Context: an optimization exercise on an open-source flow, tuned for small area, a short achievable clock period and few clock cycles per item. The choices shown serve that exercise and are no tape-out recipe. The RTL was checked by simulation tests, not by an equivalence proof against the original design.

==> flow/design.v <==
`default_nettype none
package saet_pkg;
  localparam int unsigned Depth     = 16;
  localparam int unsigned CodeWidth = 16;
  localparam int unsigned OpWidth   = 3;
  localparam int unsigned IdxWidth  = 4;
  localparam int unsigned CntWidth  = 5;
  typedef logic [CodeWidth-1:0] code_t;
  typedef logic [OpWidth-1:0]   op_t;
  typedef logic [IdxWidth-1:0]  idx_t;
  typedef logic [CntWidth-1:0]  cnt_t;
  localparam op_t OpSave   = 3'd0;
  localparam op_t OpDelete = 3'd1;
  localparam op_t OpFind   = 3'd2;
  localparam op_t OpClear  = 3'd3;
  localparam op_t OpRead   = 3'd4;
  typedef struct packed {
    logic capture;    
    logic execute;    
  } saet_cmd_t;
endpackage
`default_nettype wire
`default_nettype none
module saet_ctrl (
  input  wire logic clk_i,
  input  wire logic rst_ni,
  input  wire logic in_valid_i,
  output logic      in_ready_o,
  output logic      out_valid_o,
  input  wire logic out_ready_i,
  output logic      adv_o,         
  output logic      res_o,         
  output logic      out_load_o,    
  output logic      out_from_spare_o,
  output logic      s1_valid_o,
  output logic      in_take_o      
);
  logic v1_q, v2_q, v3_q, rv_q, sv_q;
  logic ready_q;     
  logic out_free, sv_d;
  assign adv_o            = !sv_q;
  assign in_ready_o       = ready_q;
  assign res_o            = !sv_q && v3_q;
  assign out_free         = !rv_q || out_ready_i;
  assign out_load_o       = out_free;
  assign out_from_spare_o = sv_q;
  assign out_valid_o      = rv_q;
  assign s1_valid_o       = v1_q;
  assign in_take_o        = in_valid_i && !sv_q;
  assign sv_d             = out_free ? 1'b0 : (res_o || sv_q);
  always_ff @(posedge clk_i or negedge rst_ni) begin
    if (!rst_ni) begin
      v1_q <= 1'b0;
      v2_q <= 1'b0;
      v3_q <= 1'b0;
      rv_q <= 1'b0;
      sv_q <= 1'b0;
      ready_q <= 1'b1;
    end else begin
      sv_q    <= sv_d;
      ready_q <= !sv_d;
      if (!sv_q) begin
        v1_q <= in_valid_i;
        v2_q <= v1_q;
        v3_q <= v2_q;
      end
      if (out_free) rv_q <= sv_q || res_o;
    end
  end
endmodule
`default_nettype wire
`default_nettype none
module saet_dp (
  input  wire logic                clk_i,
  input  wire logic                rst_ni,
  input  wire logic                adv_i,
  input  wire logic                res_i,
  input  wire logic                out_load_i,
  input  wire logic                out_from_spare_i,
  input  wire logic                s1_valid_i,
  input  wire logic                in_take_i,
  input  wire saet_pkg::op_t       operation_i,
  input  wire saet_pkg::code_t     code_i,
  input  wire saet_pkg::idx_t      index_i,
  output logic                     hit_o,
  output saet_pkg::code_t          entry_value_o,
  output saet_pkg::code_t          lowest_code_o,
  output saet_pkg::cnt_t           active_count_o
);
  localparam int unsigned D = saet_pkg::Depth;
  typedef struct packed {
    logic            hit;
    saet_pkg::code_t entry;
    saet_pkg::code_t lowest;
    saet_pkg::cnt_t  count;
  } rsp_t;
  saet_pkg::code_t table_q [D];
  logic [D-1:0]    live_q;           
  saet_pkg::cnt_t  cnt_q;
  saet_pkg::op_t   op1_q;
  saet_pkg::code_t code1_n_q;        
  saet_pkg::code_t code1_m_q;        
  saet_pkg::code_t code1_q;
  assign code1_q = ~code1_n_q;
  saet_pkg::idx_t  idx1_q;
  logic            ins2_q, del2_q, clr2_q;    
  saet_pkg::code_t code2_q;
  saet_pkg::idx_t  idx2_q;
  logic [D-1:0]    lt2_q;            
  logic            hit2_q;           
  saet_pkg::idx_t  idx3_q;
  logic            hit3_q;
  rsp_t            out_q, spare_q, rsp_n;
  logic ins_a, del_a;
  assign ins_a = adv_i && ins2_q;
  assign del_a = adv_i && del2_q;
  saet_pkg::code_t table_n [D];
  logic [D-1:0]    live_n;
  saet_pkg::cnt_t  cnt_n;
  for (genvar j = 0; j < D; j++) begin : g_upd
    logic sel_c, sel_u, sel_d, sel_h;
    saet_pkg::code_t src_u, src_d;
    if (j == 0) begin : g_f
      assign sel_c = ins_a && !lt2_q[j];
      assign sel_u = 1'b0;
      assign src_u = '0;
    end else begin : g_r
      assign sel_c = ins_a && !lt2_q[j] && lt2_q[j-1];
      assign sel_u = ins_a && !lt2_q[j-1];
      assign src_u = table_q[j-1];
    end
    if (j == D-1) begin : g_l
      assign sel_d = 1'b0;
      assign src_d = '0;
    end else begin : g_i
      assign sel_d = del_a && !lt2_q[j];
      assign src_d = table_q[j+1];
    end
    assign sel_h = !(sel_c || sel_u || sel_d);
    assign table_n[j] = ({16{sel_h}} & table_q[j]) | ({16{sel_u}} & src_u) |
                        ({16{sel_d}} & src_d) | ({16{sel_c}} & code2_q);
  end
  always_comb begin
    live_n = live_q;
    cnt_n  = cnt_q;
    if (ins2_q) begin
      live_n = {live_q[D-2:0], 1'b1};
      if (!live_q[D-1]) cnt_n = cnt_q + saet_pkg::cnt_t'(1);
    end else if (del2_q) begin
      live_n = {1'b0, live_q[D-1:1]};
      cnt_n  = cnt_q - saet_pkg::cnt_t'(1);
    end else if (clr2_q) begin
      live_n = '0;
      cnt_n  = '0;
    end
  end
  always_ff @(posedge clk_i) begin
    for (int k = 0; k < D; k++) table_q[k] <= table_n[k];
  end
  always_ff @(posedge clk_i or negedge rst_ni) begin
    if (!rst_ni) begin
      live_q <= '0;
      cnt_q  <= '0;
    end else if (adv_i) begin
      live_q <= live_n;
      cnt_q  <= cnt_n;
    end
  end
  assign rsp_n.hit    = hit3_q;
  assign rsp_n.entry  = live_q[idx3_q] ? table_q[idx3_q] : '0;
  assign rsp_n.lowest = live_q[0] ? table_q[0] : '0;
  assign rsp_n.count  = cnt_q;
  always_ff @(posedge clk_i) begin
    if (adv_i) begin
      idx3_q <= idx2_q;
      hit3_q <= hit2_q;
    end
    if (res_i) spare_q <= rsp_n;
    if (out_load_i) out_q <= out_from_spare_i ? spare_q : rsp_n;
  end
  logic [D-1:0] lt_t, eq_t, lt_n;
  logic         hit_t, hit_n, lt_ab, eq_ab, zero1;
  logic         ins_b, del_b, clr_b;
  for (genvar i = 0; i < D; i++) begin : g_cmp
    logic l, e;
    saet_cmp u_cmp (.a_i(table_q[i]), .b_i((i < D/2) ? ~code1_n_q : ~code1_m_q), .lt_o(l), .eq_o(e));
    assign lt_t[i] = live_q[i] && l;
    assign eq_t[i] = live_q[i] && e;
  end
  assign hit_t = |eq_t;
  saet_cmp u_cmp_ab (.a_i(code2_q), .b_i(code1_q), .lt_o(lt_ab), .eq_o(eq_ab));
  assign zero1 = (code1_q == '0);
  for (genvar j = 0; j < D; j++) begin : g_adj
    logic at_ins;
    if (j == 0) begin : g_f
      assign at_ins = 1'b1;
    end else begin : g_r
      assign at_ins = lt2_q[j-1];
    end
    always_comb begin
      lt_n[j] = lt_t[j];
      if (clr2_q) begin
        lt_n[j] = 1'b0;
      end else if (!lt2_q[j]) begin
        if (ins2_q) begin
          if (at_ins) lt_n[j] = lt_ab;
          else if (j > 0) lt_n[j] = lt_t[(j > 0) ? j-1 : 0];
        end else if (del2_q) begin
          lt_n[j] = (j < D-1) ? lt_t[(j < D-1) ? j+1 : j] : 1'b0;
        end
      end
    end
  end
  always_comb begin
    hit_n = hit_t;
    if (clr2_q)      hit_n = 1'b0;
    else if (ins2_q) hit_n = (hit_t && !eq_t[D-1]) || eq_ab;    
    else if (del2_q) hit_n = hit_t && !eq_ab;
  end
  assign ins_b = (op1_q == saet_pkg::OpSave) && !zero1 && !hit_n && !lt_n[D-1];
  assign del_b = (op1_q == saet_pkg::OpDelete) && !zero1 && hit_n;
  assign clr_b = (op1_q == saet_pkg::OpClear);
  always_ff @(posedge clk_i) begin
    if (in_take_i) code1_m_q <= ~code_i;
  end
  always_ff @(posedge clk_i) begin
    if (adv_i) begin
      ins2_q  <= s1_valid_i && ins_b;
      del2_q  <= s1_valid_i && del_b;
      clr2_q  <= s1_valid_i && clr_b;
      code2_q <= code1_q;
      idx2_q  <= idx1_q;
      lt2_q   <= lt_n;
      hit2_q  <= hit_n || (zero1 && !live_n[D-1]);
      op1_q   <= operation_i;
      code1_n_q <= ~code_i;
      idx1_q  <= index_i;
    end
  end
  assign hit_o          = out_q.hit;
  assign entry_value_o  = out_q.entry;
  assign lowest_code_o  = out_q.lowest;
  assign active_count_o = out_q.count;
endmodule
`default_nettype wire
module saet_cmp (
  input  wire logic [15:0] a_i,
  input  wire logic [15:0] b_i,
  output logic             lt_o,
  output logic             eq_o
);
  assign lt_o = a_i < b_i;
  assign eq_o = a_i == b_i;
endmodule
`default_nettype wire
`default_nettype none
module sorted_active_error_table_core (
  input  wire logic        clk_i,
  input  wire logic        rst_ni,
  input  wire logic        req_valid_i,
  output logic             req_ready_o,
  input  wire logic [2:0]  req_operation_i,
  input  wire logic [15:0] req_code_i,
  input  wire logic [3:0]  req_index_i,
  output logic             rsp_valid_o,
  input  wire logic        rsp_ready_i,
  output logic             rsp_hit_o,
  output logic [15:0]      rsp_entry_value_o,
  output logic [15:0]      rsp_lowest_code_o,
  output logic [4:0]       rsp_active_count_o
);
  logic adv, res, out_load, out_from_spare, s1_valid, in_take;
  saet_ctrl u_ctrl (
    .clk_i           (clk_i),
    .rst_ni          (rst_ni),
    .in_valid_i      (req_valid_i),
    .in_ready_o      (req_ready_o),
    .out_valid_o     (rsp_valid_o),
    .out_ready_i     (rsp_ready_i),
    .adv_o           (adv),
    .res_o           (res),
    .out_load_o      (out_load),
    .out_from_spare_o(out_from_spare),
    .s1_valid_o      (s1_valid),
    .in_take_o       (in_take)
  );
  saet_dp u_dp (
    .clk_i           (clk_i),
    .rst_ni          (rst_ni),
    .adv_i           (adv),
    .res_i           (res),
    .out_load_i      (out_load),
    .out_from_spare_i(out_from_spare),
    .s1_valid_i      (s1_valid),
    .in_take_i       (in_take),
    .operation_i     (req_operation_i),
    .code_i          (req_code_i),
    .index_i         (req_index_i),
    .hit_o           (rsp_hit_o),
    .entry_value_o   (rsp_entry_value_o),
    .lowest_code_o   (rsp_lowest_code_o),
    .active_count_o  (rsp_active_count_o)
  );
endmodule
`default_nettype wire
Settings: LEC_CHECK=0, CAP_MARGIN=20, CORE_MARGIN=2, CORE_UTILIZATION=40, SETUP_SLACK_MARGIN=4.6, SLEW_MARGIN=20, TNS_END_PERCENT=0; clock period 7.0 ns.
standard.sh (not shown) runs the stock make flow with config.mk's settings and CLKGATE_MAP_FILE= SYNTH_SCRIPT=/design/flow/synth_recipe.tcl, a recipe that flattens the netlist after the stock synthesis.
==> flow/flow/run.sh <==
#!/bin/bash
# The standard layout, with the port buffers made of sky130_fd_sc_hd__buf_2 cells in
# place of the default choice (a clkdlybuf4s50 delay cell). Everything else is unchanged.
set -euo pipefail
bash standard.sh "BUFFER_PORTS_ARGS=-buffer_cell sky130_fd_sc_hd__buf_2" finish > standard_flow.log 2>&1
Testbench counts at the start, summed over its fixed seeds: cycles 16,032, items 16,000.
Then changed:
--- a/flow/design.v
+++ b/flow/design.v
@@ -30,43 +30,41 @@
   input  wire logic out_ready_i,
   output logic      adv_o,         
   output logic      res_o,         
   output logic      out_load_o,    
   output logic      out_from_spare_o,
-  output logic      s1_valid_o,
-  output logic      in_take_o      
+  output logic      s1_valid_o
 );
   logic v1_q, v2_q, v3_q, rv_q, sv_q;
-  logic ready_q;     
-  logic out_free, sv_d;
+  logic out_free;
   assign adv_o            = !sv_q;
-  assign in_ready_o       = ready_q;
+  assign in_ready_o       = !sv_q;
   assign res_o            = !sv_q && v3_q;
   assign out_free         = !rv_q || out_ready_i;
   assign out_load_o       = out_free;
   assign out_from_spare_o = sv_q;
   assign out_valid_o      = rv_q;
   assign s1_valid_o       = v1_q;
-  assign in_take_o        = in_valid_i && !sv_q;
-  assign sv_d             = out_free ? 1'b0 : (res_o || sv_q);
   always_ff @(posedge clk_i or negedge rst_ni) begin
     if (!rst_ni) begin
       v1_q <= 1'b0;
       v2_q <= 1'b0;
       v3_q <= 1'b0;
       rv_q <= 1'b0;
       sv_q <= 1'b0;
-      ready_q <= 1'b1;
     end else begin
-      sv_q    <= sv_d;
-      ready_q <= !sv_d;
       if (!sv_q) begin
         v1_q <= in_valid_i;
         v2_q <= v1_q;
         v3_q <= v2_q;
       end
-      if (out_free) rv_q <= sv_q || res_o;
+      if (out_free) begin
+        rv_q <= sv_q || res_o;
+        sv_q <= 1'b0;
+      end else if (res_o) begin
+        sv_q <= 1'b1;
+      end
     end
   end
 endmodule
 `default_nettype wire
 `default_nettype none
@@ -76,11 +74,10 @@
   input  wire logic                adv_i,
   input  wire logic                res_i,
   input  wire logic                out_load_i,
   input  wire logic                out_from_spare_i,
   input  wire logic                s1_valid_i,
-  input  wire logic                in_take_i,
   input  wire saet_pkg::op_t       operation_i,
   input  wire saet_pkg::code_t     code_i,
   input  wire saet_pkg::idx_t      index_i,
   output logic                     hit_o,
   output saet_pkg::code_t          entry_value_o,
@@ -96,14 +93,12 @@
   } rsp_t;
   saet_pkg::code_t table_q [D];
   logic [D-1:0]    live_q;           
   saet_pkg::cnt_t  cnt_q;
   saet_pkg::op_t   op1_q;
-  saet_pkg::code_t code1_n_q;        
-  saet_pkg::code_t code1_m_q;        
   saet_pkg::code_t code1_q;
-  assign code1_q = ~code1_n_q;
+  saet_pkg::code_t code1_n_q;        
   saet_pkg::idx_t  idx1_q;
   logic            ins2_q, del2_q, clr2_q;    
   saet_pkg::code_t code2_q;
   saet_pkg::idx_t  idx2_q;
   logic [D-1:0]    lt2_q;            
@@ -181,11 +176,11 @@
   logic [D-1:0] lt_t, eq_t, lt_n;
   logic         hit_t, hit_n, lt_ab, eq_ab, zero1;
   logic         ins_b, del_b, clr_b;
   for (genvar i = 0; i < D; i++) begin : g_cmp
     logic l, e;
-    saet_cmp u_cmp (.a_i(table_q[i]), .b_i((i < D/2) ? ~code1_n_q : ~code1_m_q), .lt_o(l), .eq_o(e));
+    saet_cmp u_cmp (.a_i(table_q[i]), .b_i((i < D/2) ? code1_q : ~code1_n_q), .lt_o(l), .eq_o(e));
     assign lt_t[i] = live_q[i] && l;
     assign eq_t[i] = live_q[i] && e;
   end
   assign hit_t = |eq_t;
   saet_cmp u_cmp_ab (.a_i(code2_q), .b_i(code1_q), .lt_o(lt_ab), .eq_o(eq_ab));
@@ -219,22 +214,20 @@
   end
   assign ins_b = (op1_q == saet_pkg::OpSave) && !zero1 && !hit_n && !lt_n[D-1];
   assign del_b = (op1_q == saet_pkg::OpDelete) && !zero1 && hit_n;
   assign clr_b = (op1_q == saet_pkg::OpClear);
   always_ff @(posedge clk_i) begin
-    if (in_take_i) code1_m_q <= ~code_i;
-  end
-  always_ff @(posedge clk_i) begin
     if (adv_i) begin
       ins2_q  <= s1_valid_i && ins_b;
       del2_q  <= s1_valid_i && del_b;
       clr2_q  <= s1_valid_i && clr_b;
       code2_q <= code1_q;
       idx2_q  <= idx1_q;
       lt2_q   <= lt_n;
-      hit2_q  <= hit_n || (zero1 && !live_n[D-1]);
+      hit2_q  <= zero1 ? !live_n[D-1] : hit_n;    
       op1_q   <= operation_i;
+      code1_q <= code_i;
       code1_n_q <= ~code_i;
       idx1_q  <= index_i;
     end
   end
   assign hit_o          = out_q.hit;
@@ -267,11 +260,11 @@
   output logic             rsp_hit_o,
   output logic [15:0]      rsp_entry_value_o,
   output logic [15:0]      rsp_lowest_code_o,
   output logic [4:0]       rsp_active_count_o
 );
-  logic adv, res, out_load, out_from_spare, s1_valid, in_take;
+  logic adv, res, out_load, out_from_spare, s1_valid;
   saet_ctrl u_ctrl (
     .clk_i           (clk_i),
     .rst_ni          (rst_ni),
     .in_valid_i      (req_valid_i),
     .in_ready_o      (req_ready_o),
@@ -279,22 +272,20 @@
     .out_ready_i     (rsp_ready_i),
     .adv_o           (adv),
     .res_o           (res),
     .out_load_o      (out_load),
     .out_from_spare_o(out_from_spare),
-    .s1_valid_o      (s1_valid),
-    .in_take_o       (in_take)
+    .s1_valid_o      (s1_valid)
   );
   saet_dp u_dp (
     .clk_i           (clk_i),
     .rst_ni          (rst_ni),
     .adv_i           (adv),
     .res_i           (res),
     .out_load_i      (out_load),
     .out_from_spare_i(out_from_spare),
     .s1_valid_i      (s1_valid),
-    .in_take_i       (in_take),
     .operation_i     (req_operation_i),
     .code_i          (req_code_i),
     .index_i         (req_index_i),
     .hit_o           (rsp_hit_o),
     .entry_value_o   (rsp_entry_value_o),
=> The changed run produced a clean layout. Sequential cell count drops by 1. Wire length fell by 1.7%. Cell count falls by 0.57%. Non-clock buffer count came out lower by 31. Setup slack loses 180 ps. Final area fell by about 1.7%. Worst hold slack is better by 10 ps. Global-route usage went down by 0.63 points. First-iteration DRC count came out higher by about 2.5%. Utilization decreases by 0.81 points. Area after synthesis stays flat. Fmax goes down by 6.0%.
Testbench counts after the change, summed over its fixed seeds: cycles 16,032, items 16,000.

==> port drivers added, routing unchanged <==
Ports are ideal in the flow. The routed layouts listed here were re-timed in OpenROAD. Step 1 assumes that a clkbuf_16 drives the clock port and a buf_2 every other input. Step 2, shift: input delay + t, output delay - t, t = (earliest + latest rising clock arrival at the registers) / 2. This alone moves slack from input paths to output paths. a / b / c = ideal ports / drivers / drivers and shift; a / b = the first two.
run	t, ns	setup WS [ns]	hold WS [ns]
the first run	0.661	4.109 / 4.109 / 4.109	0.404 / 0.404 / 0.404
the second run	0.689	3.926 / 3.926 / 3.926	0.415 / 0.415 / 0.415
After both steps setup and hold are still met in every run listed.
